Background: an optimization exercise with open tools, aiming at small area. Do not read the settings as production practice.
The RTL was checked by simulation tests, not by an equivalence proof against the original design.
Power is estimated from default activity; no workload was simulated.

==> design/flow/design.v <==
`default_nettype none
package kcec_pkg;
    localparam int KEY_COUNT = 16;
    localparam int TIMER_W   = 16;
    localparam int TICK_W    = 10;
    localparam int KEY_IDX_W = 4;
endpackage
`default_nettype wire
`default_nettype none
module kcec_lane (
    input  wire logic        aclk,
    input  wire logic        aresetn,
    input  wire logic        tick_accept,
    input  wire logic        pressed,
    input  wire logic [9:0]  tick_ms,
    input  wire logic [15:0] long_thresh,
    input  wire logic [15:0] dbl_window,
    input  wire logic        tick_ge_dbl,    
    output logic [1:0]       ev_code
);
    logic        down_reg;
    logic        wait_reg;
    logic [15:0] hold_reg;
    logic [15:0] since_reg;
    logic        released, long_hit, in_window, dbl_hit, start_wait, keep_wait;
    logic        expired;
    logic [15:0] addend;
    logic [16:0] sum;
    function automatic logic ge16(input logic [15:0] a, input logic [15:0] b);
        logic c;
        c = 1'b1;
        for (int i = 0; i < 16; i++)
            c = (a[i] & ~b[i]) | (c & (a[i] | ~b[i]));
        ge16 = c;
    endfunction
    function automatic logic [16:0] add16(input logic [15:0] a, input logic [9:0] b);
        logic c;
        logic [16:0] r;
        c = 1'b0;
        for (int i = 0; i < 16; i++) begin
            if (i < 10) begin
                r[i] = a[i] ^ b[i] ^ c;
                c = (a[i] & b[i]) | (c & (a[i] | b[i]));
            end else begin
                r[i] = a[i] ^ c;
                c = a[i] & c;
            end
        end
        r[16] = c;
        add16 = r;
    endfunction
    always_comb begin
        released   = down_reg && !pressed;
        long_hit   = ge16(hold_reg, long_thresh);
        in_window  = !ge16(since_reg, dbl_window);
        dbl_hit    = released && !long_hit && wait_reg && in_window;
        start_wait = released && !long_hit && !dbl_hit;
        keep_wait  = start_wait || (wait_reg && !dbl_hit);
        addend     = pressed ? hold_reg : (start_wait ? 16'd0 : since_reg);
        sum        = add16(addend, tick_ms);
        expired    = start_wait ? tick_ge_dbl : (sum[16] || ge16(sum[15:0], dbl_window));
        ev_code    = 2'b00;
        if (!pressed) begin
            if (released && long_hit)
                ev_code = 2'b01;
            else if (dbl_hit)
                ev_code = 2'b10;
            else if (keep_wait && expired && !long_hit)
                ev_code = 2'b11;
        end
    end
    always_ff @(posedge aclk) begin
        if (!aresetn) begin
            down_reg <= 1'b0;
            wait_reg <= 1'b0;
        end else if (tick_accept) begin
            down_reg <= pressed;
            if (!pressed)
                wait_reg <= keep_wait && !expired;
        end
    end
    always_ff @(posedge aclk) begin
        if (tick_accept) begin
            if (pressed)
                hold_reg <= down_reg ? (sum[16] ? 16'hFFFF : sum[15:0]) : 16'd0;
            else
                since_reg <= sum[15:0];
        end
    end
endmodule
`default_nettype wire
`default_nettype none
module kcec_merge (
    input  wire logic        aclk,
    input  wire logic        aresetn,
    input  wire logic        tick_valid,
    output logic             tick_ready,
    output logic             tick_accept,
    input  wire logic [31:0] lane_code,
    output logic             ev_valid,
    input  wire logic        ev_ready,
    output logic [3:0]       ev_key,
    output logic [1:0]       ev_kind,
    output logic             ev_last
);
    logic [31:0] code_reg;
    logic        out_valid_reg;
    logic [3:0]  out_key_reg;
    logic [1:0]  out_kind_reg;
    logic        out_last_reg;
    logic [15:0] pend, lowest, seen;
    logic [3:0]  low_idx;
    logic [1:0]  low_code;
    logic        any, last, move;
    always_comb begin
        for (int k = 0; k < 16; k++)
            pend[k] = code_reg[2*k] | code_reg[2*k+1];
        seen[0] = 1'b0;
        for (int k = 1; k < 16; k++)
            seen[k] = seen[k-1] | pend[k-1];
        lowest = pend & ~seen;
        any  = seen[15] | pend[15];
        last = 1'b1;
        for (int k = 1; k < 16; k++)
            if (seen[k] && pend[k]) last = 1'b0;
        low_idx  = 4'd0;
        low_code = 2'b00;
        for (int k = 0; k < 16; k++) begin
            if (lowest[k]) low_idx = low_idx | 4'(k);
            if (lowest[k]) low_code = low_code | code_reg[2*k +: 2];
        end
        move        = any && (!out_valid_reg || ev_ready);
        tick_ready  = last && (!any || !out_valid_reg || ev_ready);
        tick_accept = tick_valid && tick_ready;
    end
    always_ff @(posedge aclk) begin
        if (!aresetn) begin
            code_reg      <= '0;
            out_valid_reg <= 1'b0;
        end else begin
            if (tick_accept)
                code_reg <= lane_code;
            else if (move)
                for (int k = 0; k < 16; k++)
                    if (lowest[k]) code_reg[2*k +: 2] <= 2'b00;
            if (move)
                out_valid_reg <= 1'b1;
            else if (ev_ready)
                out_valid_reg <= 1'b0;
        end
    end
    always_ff @(posedge aclk) begin
        if (move) begin
            out_key_reg  <= low_idx;
            out_kind_reg <= {low_code[1] & ~low_code[0], low_code[0] & ~low_code[1]};
            out_last_reg <= last;
        end
    end
    assign ev_valid = out_valid_reg;
    assign ev_key   = out_key_reg;
    assign ev_kind  = out_kind_reg;
    assign ev_last  = out_last_reg;
endmodule
`default_nettype wire
`default_nettype none
module key_click_event_classifier (
    input  wire logic        aclk,
    input  wire logic        aresetn,
    input  wire logic        s_tvalid,
    output logic             s_tready,
    input  wire logic [15:0] s_tdata,    
    output logic             m_tvalid,
    input  wire logic        m_tready,
    output logic [7:0]       m_tdata,    
    output logic             m_tlast,    
    input  wire logic        cfg_valid,
    output logic             cfg_ready,
    input  wire logic [1:0]  cfg_index,
    input  wire logic [15:0] cfg_data
);
    logic [9:0]  tick_ms_reg;
    logic [15:0] long_press_reg;
    logic [15:0] double_click_reg;
    logic        tick_ge_dbl;
    logic [31:0] lane_code;
    logic        tick_accept;
    logic [3:0]  ev_key;
    logic [1:0]  ev_kind;
    assign cfg_ready = 1'b1;
    always_ff @(posedge aclk) begin
        if (!aresetn) begin
            tick_ms_reg      <= 10'd10;
            long_press_reg   <= 16'd1000;
            double_click_reg <= 16'd300;
        end else if (cfg_valid) begin
            case (cfg_index)
                2'd0: tick_ms_reg      <= cfg_data[9:0];
                2'd1: long_press_reg   <= cfg_data;
                2'd2: double_click_reg <= cfg_data;
                default: ;
            endcase
        end
    end
    assign tick_ge_dbl = {6'd0, tick_ms_reg} >= double_click_reg;
    for (genvar k = 0; k < 16; k++) begin : g_lane
        kcec_lane u_lane (
            .aclk        (aclk),
            .aresetn     (aresetn),
            .tick_accept (tick_accept),
            .pressed     (s_tdata[k]),
            .tick_ms     (tick_ms_reg),
            .long_thresh (long_press_reg),
            .dbl_window  (double_click_reg),
            .tick_ge_dbl (tick_ge_dbl),
            .ev_code     (lane_code[2*k +: 2])
        );
    end
    kcec_merge u_merge (
        .aclk        (aclk),
        .aresetn     (aresetn),
        .tick_valid  (s_tvalid),
        .tick_ready  (s_tready),
        .tick_accept (tick_accept),
        .lane_code   (lane_code),
        .ev_valid    (m_tvalid),
        .ev_ready    (m_tready),
        .ev_key      (ev_key),
        .ev_kind     (ev_kind),
        .ev_last     (m_tlast)
    );
    assign m_tdata = {2'b00, ev_kind, ev_key};
endmodule
`default_nettype wire
==> design/flow/run.sh <==
#!/bin/bash
# synth_recipe.tcl (not shown) runs the flow's synth.tcl, then flattens the netlist and writes it again
# the make line also repeats each setting of config.mk as NAME=value (left out here)
make -C /OpenROAD-flow-scripts/flow DESIGN_CONFIG=/design/flow/config.mk WORK_HOME=/design/flow/orfs CLKGATE_MAP_FILE= SYNTH_SCRIPT=/design/flow/synth_recipe.tcl finish
==> design/flow/config.mk <==
export PLATFORM = sky130hd
export DESIGN_NAME = key_click_event_classifier
export DESIGN_NICKNAME = key_click_event_classifier
export VERILOG_FILES = /design/flow/design.v
export SDC_FILE = /design/flow/constraint.sdc
export NUM_CORES = 4
export LEC_CHECK = 0
export CAP_MARGIN = 20
export CORE_MARGIN = 2
export CORE_UTILIZATION = 55
export CTS_BUF_LIST = sky130_fd_sc_hd__clkbuf_4 sky130_fd_sc_hd__clkbuf_8
export CTS_CLUSTER_SIZE = 30
export SLEW_MARGIN = 20
==> design/flow/constraint.sdc <==
create_clock -name core_clock -period 10.0 [get_ports {aclk}]
set_input_delay 2.0000 -clock core_clock [delete_from_list [all_inputs] [get_ports {aclk}]]
set_output_delay 2.0000 -clock core_clock [all_outputs]
set_load 0.01 [all_outputs]
==> impl_metrics.csv, run 1 <==
group,metric,value,unit
run_status,outcome,"finished clean",
timing,tightest_slew,1280,ps
finish,layout_commonest_cell,"edfxtp_1",
logic_synthesis,synth_edf_count,519,
power,p_leak,18.0,nW
global_routing,grt.total_usage,42.0,%
floorplanning,io_pins,51,
clock_tree,clk_pin_slew,70,ps
place,dp_hpwl,120000,um
critical_path,worstSetupStartpointType,"register",
floorplanning,row_count,102,
finish,drive_above_1_share,11.1,%
hold_path,hold_depth,1,
power,power,7.81,mW
timing,finalSetupViolations,0,
clock_tree,cts_setup_buffers,0,
critical_path,criticalPathCategory,"register to register",
finish,instances_no_fill,5641,
logic_synthesis,ys_types,94,
job,drv_cap,0,
power,ir_worst_vdd,0.131,mV
logic_synthesis,synth_top_flop_cell,"edfxtp_1",
hold_path,min_path_type,"register to register",
floorplanning,die_area,80900,sq um
timing,slew_headroom,14.3,%
logic_synthesis,yosysWarnings,3,
logic_synthesis,ys_seq_area_share,41.0,%
global_routing,grt_pass1_wl,248000,um
global_routing,first_global_vias,36500,
timing,hold_viol,0,
logic_synthesis,synth_xor_area_share,0,%
clock_tree,clk_path_buf_depth,3,
place,gp_congestion,1.01,
timing,fin_crit,9480,ps
global_routing,antenna_found_initial,9,
floorplanning,coreArea,77600,sq um
critical_path,crit_path_end_kind,"register",
clock_tree,clkLatencyLatePin,770,ps
clock_tree,cts_buffers,112,
critical_path,required,10630,ps
critical_path,r2r_cells,34,
place,port_buffers,47,
route,wl_per_cell,30.5,um
critical_path,cp_slowest_stage_delay,750,ps
finish,area_growth,11.1,%
global_routing,grt_start_max_net_pins,54,
clock_tree,cts_resized,0,
clock_tree,cts.sinks,626,
logic_synthesis,synth_mux_area_share,0.431,%
timing,fin_crit_sh,94.8,%
critical_path,crit_slowest_cell,"dfxtp_1",
logic_synthesis,avgSynthCellArea,9.76,sq um
finish,final_util,61.9,%
logic_synthesis,synthesis.instances,4428,
timing,fmax,0.105,GHz
timing,finalSetupTns,0,ps
logic_synthesis,synth-simple-area-share,13.2,%
logic_synthesis,synthArstFlopShare,0,%
floorplanning,fp.dieW,284,um
finish,mostFrequentLayoutCells,"edfxtp_1, nand2_1, inv_1",
route,viasPerCell,6.86,
floorplanning,initial_utilization,55.7,%
route,dr.pass1.iters,8,
logic_synthesis,ys_ff_latch,626,
place,dp_cells,5427,
logic_synthesis,synth_top_family_by_area,"compound AO/OA/AOI/OAI gates",
critical_path,cp_max_fo,11,
timing,drv_slew,0,
route,detail-route-antenna-nets,0,
route,wirelength,172000,um
clock_tree,htreeDepth,3,
route,drt_iter0_markers,5180,
logic_synthesis,synth-adder-area-share,14.3,%
finish,filler_cell_count,6758,
route,vias,38700,
floorplanning,dieHeight,284,um
logic_synthesis,synthesis.area,43200,sq um
critical_path,path_common_cell,"fa_1",
finish,final_nets,4822,
global_routing,overflow,0,
timing,fin_skew,32.3,ps
logic_synthesis,synth-compound-area-share,25.1,%
power,power_density,163,nW/um^2
critical_path,cp.arrival,10110,ps
clock_tree,hold_buffers,0,
clock_tree,cts_tree,"built",
clock_tree,root_buffer,"clkbuf_8",
route,drc,0,
==> per-layer routing <==
metal  share of wire [%]  track usage, %  vias to the layer above  wire [um]
li1                    -               -                    16700          -
met1                  38            55.9                    18800      64900
met2                  42            61.9                     2659      72400
met3                  13            9.95                      587      21900
met4                 7.6            26.1                        2      13000
met5              0.0075               0                        -         13
==> stage by stage <==
stage	hold slack (ps)	setup WS, ps	instance area [sq um]
final	502	519	48000
after global routing	518	-11.0	48000
after CTS	502	565	48000
after detailed placement	487	223	45500
after global placement	484	389	45500
after floorplan	458	976	43200
==> synth_stat cells, types with 18 or more instances <==
library cell,instances,area [sq um]
a21oi_1,200,1000
o21a_1,132,991
inv_1,379,1420
o211ai_1,39,293
a31oi_1,37,231
o2111ai_1,22,193
dfxtp_1,107,2140
fa_1,144,2880
nand2b_1,165,1030
clkbuf_1,225,845
nand2_1,362,1360
ha_1,138,1730
o221ai_1,38,333
nor4_1,24,150
maj3_1,154,1540
o21ai_0,189,946
a22oi_1,159,1190
o22ai_1,131,820
a221oi_1,28,245
o31ai_1,23,173
buf_1,36,135
a21boi_0,131,983
nor3_1,38,190
nor2_1,257,965
edfxtp_1,519,15600
a222oi_1,22,220
nor3b_1,19,143
a31o_2,19,166
a211o_1,18,158
a211oi_1,34,255
a22o_1,84,736
nor2b_1,152,951
a2111oi_0,21,184
nand3_1,55,275
==> layout make-up <==
cell class / count / area [sq um] / share of cell area, %
antenna: 2 / 5.00 / 0.0104
clock buffer: 181 / 2180 / 4.55
clock inverter: 31 / 300 / 0.625
inverter: 391 / 1470 / 3.06
multi-input combinational: 3131 / 23000 / 47.8
sequential: 626 / 17700 / 36.9
tap: 1040 / 1300 / 2.71
timing repair buffer: 239 / 2060 / 4.28
==> worst max-delay path: cells and delay by family, from the launching register on <==
| family | cells | cell delay (ps) |
|---|---|---|
| AND/OR/NAND/NOR | 6 | 1260 |
| adder cells (fa/ha/maj) | 13 | 4360 |
| buffers and inverters | 2 | 140 |
| flip-flops | 1 | 750 |
| AO/OA/AOI/OAI | 13 | 2840 |
==> logic make-up (layout without fill, tap and decap cells) <==
group	after synthesis	after routing
multiplexers	18	18
AO/OA/AOI/OAI	1510	1510
AND/OR/NAND/NOR	1160	1160
other	2	5
adder cells (fa/ha/maj)	440	440
buffers and inverters	672	842
flip-flops	626	626
==> path summary, 6_finish.rpt <==
path,start,endpoint,slack [ps]
setup / recovery,long_press_reg[8],u_merge.code_reg[11],520
setup reg to reg,long_press_reg[8],u_merge.code_reg[11],520
hold reg to reg,g_lane[7].u_lane.wait_reg,g_lane[7].u_lane.wait_reg,500
hold / removal,g_lane[7].u_lane.wait_reg,g_lane[7].u_lane.wait_reg,500
==> power breakdown <==
part | total (mW) | internal, mW | leakage, nW | switching, mW
logic | 1.81 | 0.675 | 10.9 | 1.13
registers | 3.31 | 3.12 | 5.83 | 0.193
clock network | 2.69 | 1.51 | 1.32 | 1.18
==> inputs of run 2 (changes only) <==
--- a/design/flow/config.mk
+++ b/design/flow/config.mk
@@ -8,6 +8,4 @@
 export CAP_MARGIN = 20
 export CORE_MARGIN = 2
-export CORE_UTILIZATION = 55
-export CTS_BUF_LIST = sky130_fd_sc_hd__clkbuf_4 sky130_fd_sc_hd__clkbuf_8
-export CTS_CLUSTER_SIZE = 30
+export CORE_UTILIZATION = 40
 export SLEW_MARGIN = 20
==> run 2 against run 1 <==
  * Maximum frequency decreased by 1.6%
  * Combinational power about the same
  * Clock power increased by 7.4%
  * Sequential power about the same
  * Clock-buffer cell count decreased by 67
  * Final area increased by 1.2%
  * Critical path depth increased by 3
  * Wire length increased by 3.7%
  * Worst setup slack got worse by 150 ps
  * Via count increased by 0.46%
  * Critical path type unchanged
==> impl_metrics.csv, run 2 <==
group,metric,value,unit
run_status,outcome,"finished clean",
logic_synthesis,ys_seq_area_share,41.0,%
route,viasPerCell,6.53,
timing,fin_ws,369,ps
global_routing,overflow,0,
logic_synthesis,synthesis.instances,4428,
route,detail-route-antenna-nets,0,
timing,drv_slew,0,
critical_path,crit_path_end_kind,"register",
timing,finalSetupTns,0,ps
logic_synthesis,ys_ff_latch,626,
power,power_density,165,nW/um^2
logic_synthesis,ys_types,94,
timing,whs,504,ps
logic_synthesis,synth_top_area_cell,"edfxtp_1",
route,wl_met2,74500,um
timing,hold_viol,0,
clock_tree,cts.sinks,626,
clock_tree,cts_tree,"built",
critical_path,path_common_cell,"fa_1",
clock_tree,cts_setup_buffers,0,
timing,fmax,0.104,GHz
global_routing,grt.total_usage,31.6,%
place,pre_cts_slack,327,ps
finish,layout_commonest_cell,"edfxtp_1",
route,top_layer_used,"met5",
floorplanning,initial_utilization,40.3,%
power,ir_worst_vdd,0.122,mV
floorplanning,die_area,111000,sq um
logic_synthesis,synth.top_cells.by_count,"edfxtp_1, inv_1, nand2_1",
clock_tree,hold_buffers,0,
critical_path,criticalPathCategory,"register to register",
logic_synthesis,avgSynthCellArea,9.76,sq um
route,wl_met1,69700,um
timing,fin_crit,9630,ps
global_routing,grt_start_max_net_pins,54,
route,wl_per_cell,30.0,um
logic_synthesis,synthesis.area,43200,sq um
critical_path,crit_slowest_cell,"dfxtp_2",
clock_tree,clk_pin_slew,60,ps
logic_synthesis,synth_area_leaders,"edfxtp_1, fa_1, dfxtp_1",
logic_synthesis,yosysWarnings,3,
route,met3_wirelength,21400,um
logic_synthesis,synth_top_flop_cell,"edfxtp_1",
finish,final_util,45.3,%
clock_tree,clkLatencyLatePin,660,ps
hold_path,min_path_type,"register to register",
clock_tree,root_buffer,"clkbuf_16",
global_routing,grt_pass1_wl,257000,um
place,dp_hpwl,121000,um
floorplanning,io_pins,51,
critical_path,worstSetupStartpointType,"register",
critical_path,cpLargestDelayFamily,"adder cells",
route,dr.pass1.iters,9,
floorplanning,fp.dieW,333,um
logic_synthesis,synthMostInstantiatedCell,"edfxtp_1",
logic_synthesis,synth_edf_count,519,
critical_path,cp.arrival,10190,ps
clock_tree,cts_buffers,78,
clock_tree,htreeDepth,3,
power,p_leak,18.0,nW
floorplanning,coreArea,107000,sq um
global_routing,first_global_vias,36900,
route,wirelength,179000,um
place,port_buffers,47,
finish,drive_above_1_share,9.45,%
critical_path,cp_slowest_stage_delay,660,ps
critical_path,required,10560,ps
timing,finalSetupViolations,0,
floorplanning,row_count,120,
place,gp_congestion,0.970,
place,dp_cells,5798,
finish,mostFrequentLayoutCells,"edfxtp_1, nand2_1, inv_1",
job,drv_cap,0,
logic_synthesis,synthArstFlopShare,0,%
timing,tightest_slew,1060,ps
route,drc,0,
critical_path,path_buf_inv,6,
timing,fin_crit_sh,96.3,%
timing,slew_headroom,29.2,%
clock_tree,cts_resized,0,
logic_synthesis,synth_top_area_share,36.1,%
critical_path,cp_max_fo,16,
global_routing,antenna_found_initial,7,
route,drt_iter0_markers,4959,
route,vias,38900,
timing,rsz0062_at_grt,"no",
finish,instances_no_fill,5948,
finish,filler_cell_count,10200,
clock_tree,clk_path_buf_depth,3,
finish,final_nets,4796,
timing,fin_skew,22.6,ps
floorplanning,dieHeight,333,um
finish,area_growth,12.4,%
## run 2: cell counts after synthesis
Identical to the previous run, type by type.
## run 2: where the power goes
part	leakage, nW	total (mW)	internal, mW	switching, mW
Combinational	10.9	1.81	0.674	1.14
Sequential	5.83	3.31	3.12	0.190
Clock	1.25	2.89	1.68	1.21
Total	18.0	8.01	5.47	2.55
## run 2: cell families (layout without fill, tap and decap cells)
kind of cell	after synthesis	after routing	synth area share, %
fa+ha+maj	440	440	14.3
buf+inv	672	784	5.93
simple gates	1160	1160	13.2
flops	626	626	41.0
mux	18	18	0.431
other cells	2	7	0.0174
compound gates	1510	1510	25.1
## run 2: final timing paths
path,startpoint,endpoint,slack (ps),cells after the start
worst max-delay path,double_click_reg[7],u_merge.code_reg[0],370,37
worst max register to register,double_click_reg[7],u_merge.code_reg[0],370,37
worst min register to register,tick_ms_reg[9],tick_ms_reg[9],500,2
worst min-delay path,tick_ms_reg[9],tick_ms_reg[9],500,2
## run 2: tightest hold or removal path: stages (launching register included)
cell	delay (ps)
dfxtp_2	320
mux2i_1	60
nor2_1	80
## run 2: cell type report
| cell class | instances | area, sq um | area share [%] |
|---|---|---|---|
| multi-input cells | 3131 | 23000 | 47.3 |
| flip-flops and latches | 626 | 17700 | 36.5 |
| clock buffers | 114 | 2300 | 4.73 |
| repair buffers | 247 | 2090 | 4.30 |
| well taps | 1403 | 1760 | 3.61 |
| inverters | 391 | 1470 | 3.02 |
| clock inverters | 32 | 255 | 0.525 |
| diodes | 4 | 10.0 | 0.0206 |
## run 2: layer usage
metal	up-vias	track usage (%)
li1	16600	-
met1	19100	42.5
met2	2531	46.5
met3	594	7.12
met4	2	19.1
met5	-	0
## run 2: per-stage QoR
step           cell area (sq um)  power [mW]
3_5_place_dp               46000        5.11
6_report                   48600        8.01
3_3_place_gp               46000        5.09
4_1_cts                    48600        7.98
5_1_grt                    48600        8.28
2_1_floorplan              43200        4.46

-- static timing again, ports no longer ideal --
Ports are ideal in the flow. The routed layouts listed here were re-timed in OpenROAD.
Step 1 (the two cells are an assumption about what drives the block):
set clk [get_ports {aclk}]
set_driving_cell -lib_cell sky130_fd_sc_hd__clkbuf_16 $clk
set_driving_cell -lib_cell sky130_fd_sc_hd__buf_2 [delete_from_list [all_inputs] $clk]
Step 2 also shifts input and output timing later by t, the mid clock arrival at the registers, as if the neighbouring blocks saw the same clock.
a / b / c = ideal / step 1 / step 2; a / b = the first two.
run | shift t [ns] | setup slack, ns | hold slack, ns | worst data-port slew with drivers (ns) | pins driven straight from the clock port
run 1 | 0.820 | 0.519 / 0.519 / 0.160 | 0.502 / 0.502 / 0.502 | 0.05 | 1
run 2 | 0.719 | 0.369 / 0.369 / 0.140 | 0.504 / 0.504 / 0.504 | 0.04 | 1
After both steps every run listed still meets setup and hold. For run 1, which loses most, drivers alone change the setup slack by 0.000 ns; drivers and shift together by -0.359 ns.
